This design comes from an exercise in tuning for small area, a short achievable clock period and few clock cycles on the open sky130 flow, not from production work.
Only simulation tests tie the RTL to the original design; equivalence was not proved.
No activity file was given, so power comes from the tool's default toggle rates.

[flow/run.sh]
#!/bin/bash
# synth_recipe.tcl (not shown) runs the flow's synth.tcl, then flattens the netlist and writes it again
# the make line also repeats each setting of config.mk as NAME=value (left out here)
make -C /OpenROAD-flow-scripts/flow DESIGN_CONFIG=/design/flow/config.mk WORK_HOME=/design/flow/orfs CLKGATE_MAP_FILE= SYNTH_SCRIPT=/design/flow/synth_recipe.tcl finish
[flow/design.v]
package cpu_pkg;
	typedef logic [8-1:0] byte_t;
	typedef logic [8-1:0] addr_t;
	typedef enum logic [4-1:0] {
		REG0 = 4'd0,
		REG1 = 4'd1,
		REG2 = 4'd2,
		REG3 = 4'd3,
		REG4 = 4'd4,
		REG5 = 4'd5,
		REG6 = 4'd6,
		REG7 = 4'd7,
		D_IN = 4'd8,
		RAX = 4'd9,
		RFL = 4'd10,
		RAM = 4'd11,
		RIP = 4'd12,
		RIP_1 = 4'd13,
		ZERO = 4'd14
	} bus_sel_t;
	typedef enum logic [4:0] {
		LOAD_ADDR,
		LOAD_ADDR_WAIT,
		LOAD_DATA,
		LOAD_DATA_WAIT,
		PRE_EXECUTE,
		FETCH,
		INC_RIP,
		EX_HALT,
		EX_NOOP,
		EX_JUMP,
		EX_MATH,
		EX_LDFM,
		EX_LDFI,
		EX_CPFR,
		EX_STOM,
		EX_JINZ,
		EX_JIEQ,
		EX_JILT,
		EX_JIGT
	} state_t;
	typedef enum logic [8-1:0] {
		HALT = 8'h00,
		NOOP = 8'h01,
		JUMP = 8'h03,
		MATH = 8'h04,
		LDFM = 8'h05,
		LDFI = 8'h06,
		CPFR = 8'h08,
		STOM = 8'h09,
		JINZ = 8'h0a,
		JIEQ = 8'h0b,
		JILT = 8'h0c,
		JIGT = 8'h0d
	} opcode_t;
	typedef enum logic [2:0] {
		ADD = 3'd0,
		SUB = 3'd1,
		AND = 3'd2,
		OR = 3'd3,
		XOR = 3'd4,
		PASS_B = 3'd5
	} alu_op_t;
	typedef struct packed {
		logic carry;
		logic equal;
		logic less_than;
		logic zero;
		logic undefined;
		logic [2:0] spare;
	} flags_t;
	typedef struct packed {
		bus_sel_t sel;
		logic load_addr;
		logic load_rip;
		logic load_alu;
		logic load_rax;
		logic write_ram;
		logic [8-1:0] load_reg;
	} ctrl_t;
	typedef struct packed {
		byte_t [8-1:0] regs;
		byte_t rax;
		flags_t rfl;
		byte_t rip;
	} arch_state_t;
endpackage
module ram (
	input  logic i_clk,
	input  cpu_pkg::addr_t i_addr,
	input  cpu_pkg::byte_t i_wdata,
	input  logic i_write,
	output cpu_pkg::byte_t o_rdata
);
	cpu_pkg::byte_t mem [256];
	always_ff @(posedge i_clk) begin
		if (i_write) mem[i_addr] <= i_wdata;
		o_rdata <= mem[i_addr];
	end
endmodule
module alu (
	input  cpu_pkg::byte_t i_a,
	input  cpu_pkg::byte_t i_b,
	input  cpu_pkg::byte_t i_op_byte,
	output cpu_pkg::byte_t o_result,
	output cpu_pkg::flags_t o_flags
);
	cpu_pkg::alu_op_t op;
	logic [8:0] wide;
	logic known;
	always_comb begin
		op = cpu_pkg::alu_op_t'(i_op_byte[2:0]);
		known = (i_op_byte[6:3] == '0);
		case (op)
			cpu_pkg::ADD: wide = {1'b0, i_a} + {1'b0, i_b};
			cpu_pkg::SUB: wide = {1'b0, i_a} - {1'b0, i_b};
			cpu_pkg::AND: wide = {1'b0, i_a & i_b};
			cpu_pkg::OR: wide = {1'b0, i_a | i_b};
			cpu_pkg::XOR: wide = {1'b0, i_a ^ i_b};
			cpu_pkg::PASS_B: wide = {1'b0, i_b};
			default: begin
				wide = '0;
				known = 1'b0;
			end
		endcase
		if (!known) wide = '0;
		o_result = wide[8-1:0];
		o_flags = '0;
		o_flags.carry = wide[8];
		o_flags.equal = (i_a == i_b);
		o_flags.less_than = (i_a < i_b);
		o_flags.zero = (o_result == '0);
		o_flags.undefined = !known;
	end
endmodule
module bus_arbiter (
	input  cpu_pkg::bus_sel_t i_sel,
	input  cpu_pkg::arch_state_t i_state,
	input  cpu_pkg::byte_t i_data_in,
	input  cpu_pkg::byte_t i_ram_word,
	output cpu_pkg::byte_t o_bus
);
	cpu_pkg::byte_t rip_next;
	assign rip_next = i_state.rip + 1'b1;
	always_comb begin
		case (i_sel)
			cpu_pkg::REG0, cpu_pkg::REG1, cpu_pkg::REG2, cpu_pkg::REG3,
			cpu_pkg::REG4, cpu_pkg::REG5, cpu_pkg::REG6, cpu_pkg::REG7: begin
				o_bus = i_state.regs[i_sel[2:0]];
			end
			cpu_pkg::D_IN: o_bus = i_data_in;
			cpu_pkg::RAX: o_bus = i_state.rax;
			cpu_pkg::RFL: o_bus = i_state.rfl;
			cpu_pkg::RAM: o_bus = i_ram_word;
			cpu_pkg::RIP: o_bus = i_state.rip;
			cpu_pkg::RIP_1: o_bus = rip_next;
			default: o_bus = '0;
		endcase
	end
endmodule
module reg_file (
	input  logic i_clk,
	input  logic i_reset,
	input  cpu_pkg::ctrl_t i_ctrl,
	input  cpu_pkg::byte_t i_bus,
	input  cpu_pkg::byte_t i_alu_result,
	input  cpu_pkg::flags_t i_alu_flags,
	output cpu_pkg::arch_state_t o_state,
	output cpu_pkg::addr_t o_mar
);
	logic rax_from_bus;
	logic rax_from_alu;
	assign rax_from_bus = i_ctrl.load_rax;
	assign rax_from_alu = i_ctrl.load_alu;
	always_ff @(posedge i_clk) begin
		if (i_reset) begin
			o_state <= '0;
			o_mar <= '0;
		end else begin
			for (int i = 0; i < 8; i++) begin
				if (i_ctrl.load_reg[i]) o_state.regs[i] <= i_bus;
			end
			if (rax_from_bus) o_state.rax <= i_bus;
			if (rax_from_alu) begin
				o_state.rax <= i_alu_result;
				o_state.rfl <= i_alu_flags;
			end
			if (i_ctrl.load_rip) o_state.rip <= i_bus;
			if (i_ctrl.load_addr) o_mar <= i_bus;
		end
	end
endmodule
module sequencer (
	input  logic i_clk,
	input  logic i_reset,
	input  logic i_load_addr,
	input  logic i_load_data,
	input  logic i_execute,
	input  cpu_pkg::byte_t i_ram_word,
	input  cpu_pkg::flags_t i_flags,
	output cpu_pkg::ctrl_t o_ctrl,
	output logic o_waiting
);
	cpu_pkg::state_t state;
	cpu_pkg::state_t next_state;
	logic [3-1:0] step;
	cpu_pkg::byte_t reg_code;
	logic latch_code;
	logic load_target;
	logic jump_taken;
	function automatic [4:0] dispatch(input [8-1:0] opcode);
		case (opcode)
			cpu_pkg::NOOP: dispatch = cpu_pkg::EX_NOOP;
			cpu_pkg::JUMP: dispatch = cpu_pkg::EX_JUMP;
			cpu_pkg::MATH: dispatch = cpu_pkg::EX_MATH;
			cpu_pkg::LDFM: dispatch = cpu_pkg::EX_LDFM;
			cpu_pkg::LDFI: dispatch = cpu_pkg::EX_LDFI;
			cpu_pkg::CPFR: dispatch = cpu_pkg::EX_CPFR;
			cpu_pkg::STOM: dispatch = cpu_pkg::EX_STOM;
			cpu_pkg::JINZ: dispatch = cpu_pkg::EX_JINZ;
			cpu_pkg::JIEQ: dispatch = cpu_pkg::EX_JIEQ;
			cpu_pkg::JILT: dispatch = cpu_pkg::EX_JILT;
			cpu_pkg::JIGT: dispatch = cpu_pkg::EX_JIGT;
			default: dispatch = cpu_pkg::EX_HALT;
		endcase
	endfunction
	function automatic [4-1:0] to_sel(input [8-1:0] code);
		if (code < 8'(cpu_pkg::ZERO)) begin
			to_sel = code[4-1:0];
		end else begin
			to_sel = cpu_pkg::ZERO;
		end
	endfunction
	always_comb begin
		case (state)
			cpu_pkg::EX_JINZ: jump_taken = !i_flags.zero;
			cpu_pkg::EX_JIEQ: jump_taken = i_flags.equal;
			cpu_pkg::EX_JILT: jump_taken = i_flags.less_than;
			cpu_pkg::EX_JIGT: jump_taken = !(i_flags.equal || i_flags.less_than);
			default: jump_taken = 1'b0;
		endcase
	end
	always_comb begin
		next_state = state;
		case (state)
			cpu_pkg::LOAD_ADDR: begin
				if (i_load_addr) begin
					next_state = cpu_pkg::LOAD_ADDR_WAIT;
				end else if (i_execute) begin
					next_state = cpu_pkg::PRE_EXECUTE;
				end
			end
			cpu_pkg::LOAD_ADDR_WAIT: if (!i_load_addr) next_state = cpu_pkg::LOAD_DATA;
			cpu_pkg::LOAD_DATA: if (i_load_data) next_state = cpu_pkg::LOAD_DATA_WAIT;
			cpu_pkg::LOAD_DATA_WAIT: if (!i_load_data) next_state = cpu_pkg::LOAD_ADDR;
			cpu_pkg::PRE_EXECUTE: if (!i_execute) next_state = cpu_pkg::FETCH;
			cpu_pkg::FETCH, cpu_pkg::INC_RIP: if (step == 2) next_state = cpu_pkg::state_t'(dispatch(i_ram_word));
			cpu_pkg::EX_HALT: next_state = cpu_pkg::LOAD_ADDR;
			cpu_pkg::EX_NOOP: next_state = cpu_pkg::INC_RIP;
			cpu_pkg::EX_JUMP: if (step == 2) next_state = cpu_pkg::FETCH;
			cpu_pkg::EX_MATH: if (step == 2) next_state = cpu_pkg::INC_RIP;
			cpu_pkg::EX_LDFI, cpu_pkg::EX_CPFR: if (step == 3) next_state = cpu_pkg::INC_RIP;
			cpu_pkg::EX_STOM: if (step == 4) next_state = cpu_pkg::INC_RIP;
			cpu_pkg::EX_LDFM: if (step == 5) next_state = cpu_pkg::INC_RIP;
			cpu_pkg::EX_JINZ, cpu_pkg::EX_JIEQ, cpu_pkg::EX_JILT, cpu_pkg::EX_JIGT: begin
				if (step == 0 && !jump_taken) begin
					next_state = cpu_pkg::INC_RIP;
				end else if (step == 2) begin
					next_state = cpu_pkg::FETCH;
				end
			end
			default: next_state = cpu_pkg::LOAD_ADDR;
		endcase
	end
	always_comb begin
		o_ctrl = '0;
		o_ctrl.sel = cpu_pkg::D_IN;
		o_waiting = 1'b0;
		latch_code = 1'b0;
		load_target = 1'b0;
		case (state)
			cpu_pkg::LOAD_ADDR: begin
				o_ctrl.load_addr = 1'b1;
				o_waiting = 1'b1;
			end
			cpu_pkg::LOAD_DATA: o_ctrl.write_ram = 1'b1;
			cpu_pkg::PRE_EXECUTE: begin
				o_ctrl.sel = cpu_pkg::ZERO;
				o_ctrl.load_rip = 1'b1;
				o_ctrl.load_addr = 1'b1;
			end
			cpu_pkg::FETCH: begin
				if (step == 0) begin
					o_ctrl.sel = cpu_pkg::RIP;
					o_ctrl.load_addr = 1'b1;
				end
			end
			cpu_pkg::INC_RIP, cpu_pkg::EX_MATH: begin
				if (step == 0) begin
					o_ctrl.sel = cpu_pkg::RIP_1;
					o_ctrl.load_rip = 1'b1;
					o_ctrl.load_addr = 1'b1;
				end else if (step == 2 && state == cpu_pkg::EX_MATH) begin
					o_ctrl.load_alu = 1'b1;
				end
			end
			cpu_pkg::EX_JUMP, cpu_pkg::EX_JINZ, cpu_pkg::EX_JIEQ, cpu_pkg::EX_JILT,
			cpu_pkg::EX_JIGT: begin
				if (step == 0) begin
					o_ctrl.sel = cpu_pkg::RIP_1;
					o_ctrl.load_addr = 1'b1;
					o_ctrl.load_rip = (state != cpu_pkg::EX_JUMP);
				end else if (step == 2) begin
					o_ctrl.sel = cpu_pkg::RAM;
					o_ctrl.load_rip = 1'b1;
				end
			end
			cpu_pkg::EX_LDFM, cpu_pkg::EX_LDFI, cpu_pkg::EX_CPFR, cpu_pkg::EX_STOM: begin
				case (step)
					3'd0, 3'd1: begin
						o_ctrl.sel = cpu_pkg::RIP_1;
						o_ctrl.load_rip = 1'b1;
						o_ctrl.load_addr = 1'b1;
					end
					3'd2: latch_code = 1'b1;
					3'd3: begin
						if (state == cpu_pkg::EX_CPFR) begin
							o_ctrl.sel = cpu_pkg::bus_sel_t'(to_sel(i_ram_word));
							load_target = 1'b1;
						end else begin
							o_ctrl.sel = cpu_pkg::RAM;
							o_ctrl.load_addr = (state != cpu_pkg::EX_LDFI);
							load_target = (state == cpu_pkg::EX_LDFI);
						end
					end
					3'd4: begin
						if (state == cpu_pkg::EX_STOM) begin
							o_ctrl.sel = cpu_pkg::bus_sel_t'(to_sel(reg_code));
							o_ctrl.write_ram = 1'b1;
						end
					end
					3'd5: begin
						o_ctrl.sel = cpu_pkg::RAM;
						load_target = 1'b1;
					end
					default: ;
				endcase
			end
			default: ;
		endcase
		if (load_target) begin
			if (reg_code < 8) begin
				o_ctrl.load_reg[reg_code[2:0]] = 1'b1;
			end else if (reg_code == 8'(cpu_pkg::RAX)) begin
				o_ctrl.load_rax = 1'b1;
			end
		end
	end
	always_ff @(posedge i_clk) begin
		if (i_reset) begin
			state <= cpu_pkg::LOAD_ADDR;
			step <= '0;
			reg_code <= '0;
		end else begin
			state <= next_state;
			if (next_state != state) begin
				step <= '0;
			end else if (step != '1) begin
				step <= step + 1'b1;
			end
			if (latch_code) reg_code <= i_ram_word;
		end
	end
endmodule
module cpu (
	input  logic i_clk,
	input  logic i_reset,
	input  logic i_load_addr,
	input  logic i_load_data,
	input  logic i_execute,
	input  cpu_pkg::byte_t i_data_in,
	output cpu_pkg::byte_t o_data_out,
	output logic o_waiting
);
	cpu_pkg::ctrl_t ctrl;
	cpu_pkg::arch_state_t arch_state;
	cpu_pkg::addr_t mar;
	cpu_pkg::byte_t ram_word;
	cpu_pkg::byte_t bus;
	cpu_pkg::byte_t alu_result;
	cpu_pkg::flags_t alu_flags;
	assign o_data_out = ram_word;
	sequencer u_sequencer (
		.i_clk(i_clk),
		.i_reset(i_reset),
		.i_load_addr(i_load_addr),
		.i_load_data(i_load_data),
		.i_execute(i_execute),
		.i_ram_word(ram_word),
		.i_flags(arch_state.rfl),
		.o_ctrl(ctrl),
		.o_waiting(o_waiting)
	);
	reg_file u_reg_file (
		.i_clk(i_clk),
		.i_reset(i_reset),
		.i_ctrl(ctrl),
		.i_bus(bus),
		.i_alu_result(alu_result),
		.i_alu_flags(alu_flags),
		.o_state(arch_state),
		.o_mar(mar)
	);
	bus_arbiter u_bus_arbiter (
		.i_sel(ctrl.sel),
		.i_state(arch_state),
		.i_data_in(i_data_in),
		.i_ram_word(ram_word),
		.o_bus(bus)
	);
	alu u_alu (
		.i_a(arch_state.rax),
		.i_b(arch_state.regs[0]),
		.i_op_byte(ram_word),
		.o_result(alu_result),
		.o_flags(alu_flags)
	);
	ram u_ram (
		.i_clk(i_clk),
		.i_addr(mar),
		.i_wdata(bus),
		.i_write(ctrl.write_ram),
		.o_rdata(ram_word)
	);
endmodule
[flow/config.mk]
export PLATFORM = sky130hd
export DESIGN_NAME = cpu
export DESIGN_NICKNAME = cpu
export VERILOG_FILES = /design/flow/design.v
export SDC_FILE = /design/flow/constraint.sdc
export NUM_CORES = 4
export LEC_CHECK = 0
export CAP_MARGIN = 20
export CORE_MARGIN = 2
export CORE_UTILIZATION = 40
export SLEW_MARGIN = 20
[flow/constraint.sdc]
create_clock -name core_clock -period 6.5 [get_ports {i_clk}]
set_input_delay 1.3000 -clock core_clock [delete_from_list [all_inputs] [get_ports {i_clk}]]
set_output_delay 1.3000 -clock core_clock [all_outputs]
set_load 0.01 [all_outputs]
==> qor.yml <==
die:
  fp-row-count: 171
  die_y_um: 471
  die_width_um: 471
  core_area_mm2: 0.217
  die-area_mm2: 0.222
  initial_core_util_pct: 40.2
  ios: 22
critical_path:
  crit_chain: "inv_1 -> ha_1 -> and2_1 -> a311o_1 -> o31a_4 -> nor3_4 -> a2111oi_0 -> nor4_1 -> a211oi_2 -> inv_8 -> buf_16 -> buf_4"
  cp_num_buf_inv: 4
  startpoint_type: "register"
  path_class: "register to register"
  slowest_delay_ns: 0.73
  cp_top_family: "simple AND/OR/NAND/NOR gates"
  cp_slowest_cell: "nor3_4"
  reg2reg_slack_ns: 1.02
  r2r.worst_path.cells: 12
  arrival_ns: 6.07
  endpoint_kind: "register"
  cp.required_ns: 7.09
  r2r_end: "u_ram.mem[235][4]$_DFFE_PP_"
  r2r-start: "u_sequencer.step[2]$_SDFFE_PP0P_"
  critPathMaxFanout: 113
grt:
  antenna_found_initial: 9
  grt_pass1_wl_mm: 318
  gr-total-overflow: 0
  grt_pass1_vias: 43700
  grt.total_usage_pct: 19.6
  grt_max_degree: 166
logic_synthesis:
  synth_most_common_cell: "edfxtp_1"
  ys_warn_count: 5
  synth_top_area_cell: "edfxtp_1"
  ys_seq_area_share_pct: 73.2
  synth_flop_cell: "edfxtp_1"
  synthDistinctLibCells: 104
  synth_top_family_by_area: "multiplexers"
  synth.area.mux_share_pct: 17.2
  syn-num-nets: 4365
  synth_fa_ha_area_share_pct: 0.628
  synthTopCellsByArea: "edfxtp_1 70%, mux4_2 17%, dfxtp_1 2.7%, nor2_1 1.6%, clkbuf_1 0.62%"
  synth-xor-area-share_pct: 0.130
  synth-simple-area-share_pct: 3.65
  ys_async_sr_fraction_pct: 0
  synth-compound-area-share_pct: 3.42
  synth.avg_cell_area_um2: 20.2
  synth_top_cell_area_share_pct: 70.5
  syn_inst: 4311
  synth_commonest_cells: "2048 x edfxtp_1, 656 x mux4_2, 361 x nor2_1"
  yosys_register_bits: 2165
  synth_enable_flop_cells: 2048
  netlist_area_mm2: 0.0873
outcome:
  status: "timing/DRC/antenna clean"
timing:
  final_hold_viol_count: 0
  fin_crit_ns: 5.48
  max-slew-margin-rel_pct: 21.6
  fmax_ghz: 0.182
  finalSetupViolCount: 0
  tightest_slew_ns: 1.17
  fin_crit_sh_pct: 84.4
  slew_violations: 0
  rsz0062_at_grt: "false"
  finalClockSkew_ns: 0.0444
  finalSetupTns_ns: 0
flow_run:
  drv_cap: 0
route:
  wirelength_mm: 219
  vias: 43700
  drtAntennaViolNets: 0
  vias_per_cell: 5.89
  wl_per_cell_um: 29.5
  drt-initial-drc-count: 5654
  dr.pass1.iters: 6
  drt_drc_violations_left: 0
final_layout:
  drive_gt1_share_pct: 25.7
  seq_area_mm2: 0.0639
  nets: 4439
  final_area_mm2: 0.0979
  utilization_pct: 45.1
  area_delta_synth_final_pct: 12.1
  finalNonFillerCells: 7420
  multiInputGateArea_mm2: 0.0220
  n_fill_cell: 18300
cts:
  ctsResizeCount: 0
  cts-root-buf: "clkbuf_16"
  path_clk_slew_ns: 0.06
  postCtsHoldBufs: 0
  htreeDepth: 4
  post_cts_buffers: 0
  clk_latency_ns: 0.87
  clock_sinks: 2165
  cts_buffer_depth: 3
  cts_tree: "done"
  cts_made_buffers: 212
power:
  p_leak_nw: 29.5
  ir_drop_mv: 0.365
  p_total_mw: 37.6
  powerDensity_mw_per_mm2: 384
min_path:
  min_to: "u_reg_file.o_state[70]$_SDFFE_PP0P_"
  holdPathStages: 2
  min_from: "u_reg_file.o_state[70]$_SDFFE_PP0P_"
  hp-class: "register to register"
place:
  port_buffers: 21
  dp_hpwl_mm: 134
  place_area_mm2: 0.0911
  dp.cells: 7023
  place.gp.congestion: 0.917
==> cell families (layout without fill, tap and decap cells) <==
kind of cell               after synthesis  in the layout
AOI/OAI and AO/OA                      382            382
DFF                                   2165           2165
muxes                                  683            683
adders and majority gates               43             43
and+or+nand+nor                        677            677
xor gates and xnor gates                13             13
other                                    0              2
buffers and inverters                  348            601
==> cells in the final DEF, fill, tap and decap left out, types with 8 or more instances in the layout <==
cell type           n
ha_1               39
o22ai_1            10
nand3_1            54
inv_1              62
a2111oi_0          12
mux4_2            656
clkinvlp_4          8
a211oi_2           18
bufinv_16          14
nor3_1             14
clkbuf_1           47
clkinv_2           35
nand2_1            76
o31ai_1            12
nor4_1             16
o21ai_0            52
and3_1             22
nor2_1            358
mux2i_1            22
a221oi_1           14
a21oi_1            64
o2111ai_1           8
nand2_2            14
nor2b_1            28
clkinv_1           56
a21o_1             11
a221o_1             9
nand4_1            20
nand2b_1            9
a31oi_1            22
a211oi_1           39
xnor2_1            10
buf_12             27
dfxtp_1           112
buf_4              88
clkbuf_16         216
o211ai_1            8
clkdlybuf4s50_1    20
edfxtp_1         2048
==> per-layer routing <==
layer	part of all wire, %	GRT usage [%]	routed length (um)
met2	47	30.6	103000
met4	2.9	5.76	6420
met1	42	28.4	93000
met3	7.2	3.44	15900
met5	0.051	0.303	111
==> registers in the layout, indices dropped and copies added (netlist names) <==
| register | cells |
|---|---|
| u_sequencer.step | 3 |
| u_sequencer.state | 5 |
| u_ram.o_rdata | 8 |
| u_reg_file.o_mar | 8 |
| u_reg_file.o_state | 85 |
| u_ram.mem | 2048 |
| u_sequencer.reg_code | 8 |
==> layout make-up <==
class                   count  share of cell area, %
diodes                      2                0.00511
clock buffers             266                   5.74
clock inverters           127                   1.13
inverters                  70                  0.322
multi-input cells        1798                   22.4
flip-flops and latches   2165                   65.2
well taps                2854                   3.65
repair buffers            138                   1.48
==> worst max path at each step <==
stage | startpoint | endpoint | slack, ns | cells after the start
2_1_floorplan | u_sequencer.step[2]$_SDFFE_PP0P_ | u_ram.mem[0][2]$_DFFE_PP_ | 0.20 | 13
4_1_cts | u_sequencer.step[2]$_SDFFE_PP0P_ | u_ram.mem[129][4]$_DFFE_PP_ | 0.97 | 11
3_3_place_gp | u_sequencer.step[2]$_SDFFE_PP0P_ | u_ram.mem[144][4]$_DFFE_PP_ | 1.21 | 11
6_report | u_sequencer.step[2]$_SDFFE_PP0P_ | u_ram.mem[235][4]$_DFFE_PP_ | 1.02 | 12
3_5_place_dp | u_sequencer.step[2]$_SDFFE_PP0P_ | u_ram.mem[150][4]$_DFFE_PP_ | 1.00 | 11
5_1_grt | u_sequencer.step[2]$_SDFFE_PP0P_ | u_ram.mem[234][4]$_DFFE_PP_ | 0.70 | 12
==> report_power, final <==
| part | total [mW] | internal, mW | switching [mW] |
|---|---|---|---|
| registers | 17.0 | 16.7 | 0.276 |
| logic | 8.64 | 3.26 | 5.38 |
| clock network | 12.0 | 6.69 | 5.26 |
| total | 37.6 | 26.7 | 10.9 |
==> per-stage QoR <==
stage | hold slack (ns) | setup slack, ns
3_5_place_dp | 0.460 | 1.00
4_1_cts | 0.470 | 0.973
6_report | 0.476 | 1.02
2_1_floorplan | 0.440 | 0.205
5_1_grt | 0.519 | 0.699
3_3_place_gp | 0.461 | 1.21
==> worst min-delay path: stages, from the launching register on <==
cell and delay [ns]:
dfxtp_1 0.31, nand3_1 0.06, o41ai_1 0.06
Testbench counts, summed over its fixed seeds: cycles 75,939.

==> re-timing with driven ports <==
No port has a modelled driver above. Below, the same layout with a new extraction and two added sets of constraints.
Step 1: set_driving_cell puts a clkbuf_16 on i_clk and a buf_2 on each other input, an assumption about the parent block.
Step 2 moves the port delays by t, midway between the first and last clock arrival at a register: inputs arrive t later, outputs are due t later. That takes back most of the time a late clock gives input paths.
a / b / c = no drivers / after step 1 / after step 2; a / b = the first two.
shift t [ns]: 0.947
setup slack, ns: 1.015 / 1.015 / 1.015
hold slack, ns: 0.476 / 0.476 / 0.476
latest minus earliest clock arrival (ns): 0.045 / 0.045
worst data-port slew with drivers (ns): 0.04
After both steps setup and hold are still met in this run. The setup slack of this run moves by 0.000 ns with the drivers and by 0.000 ns with both steps.
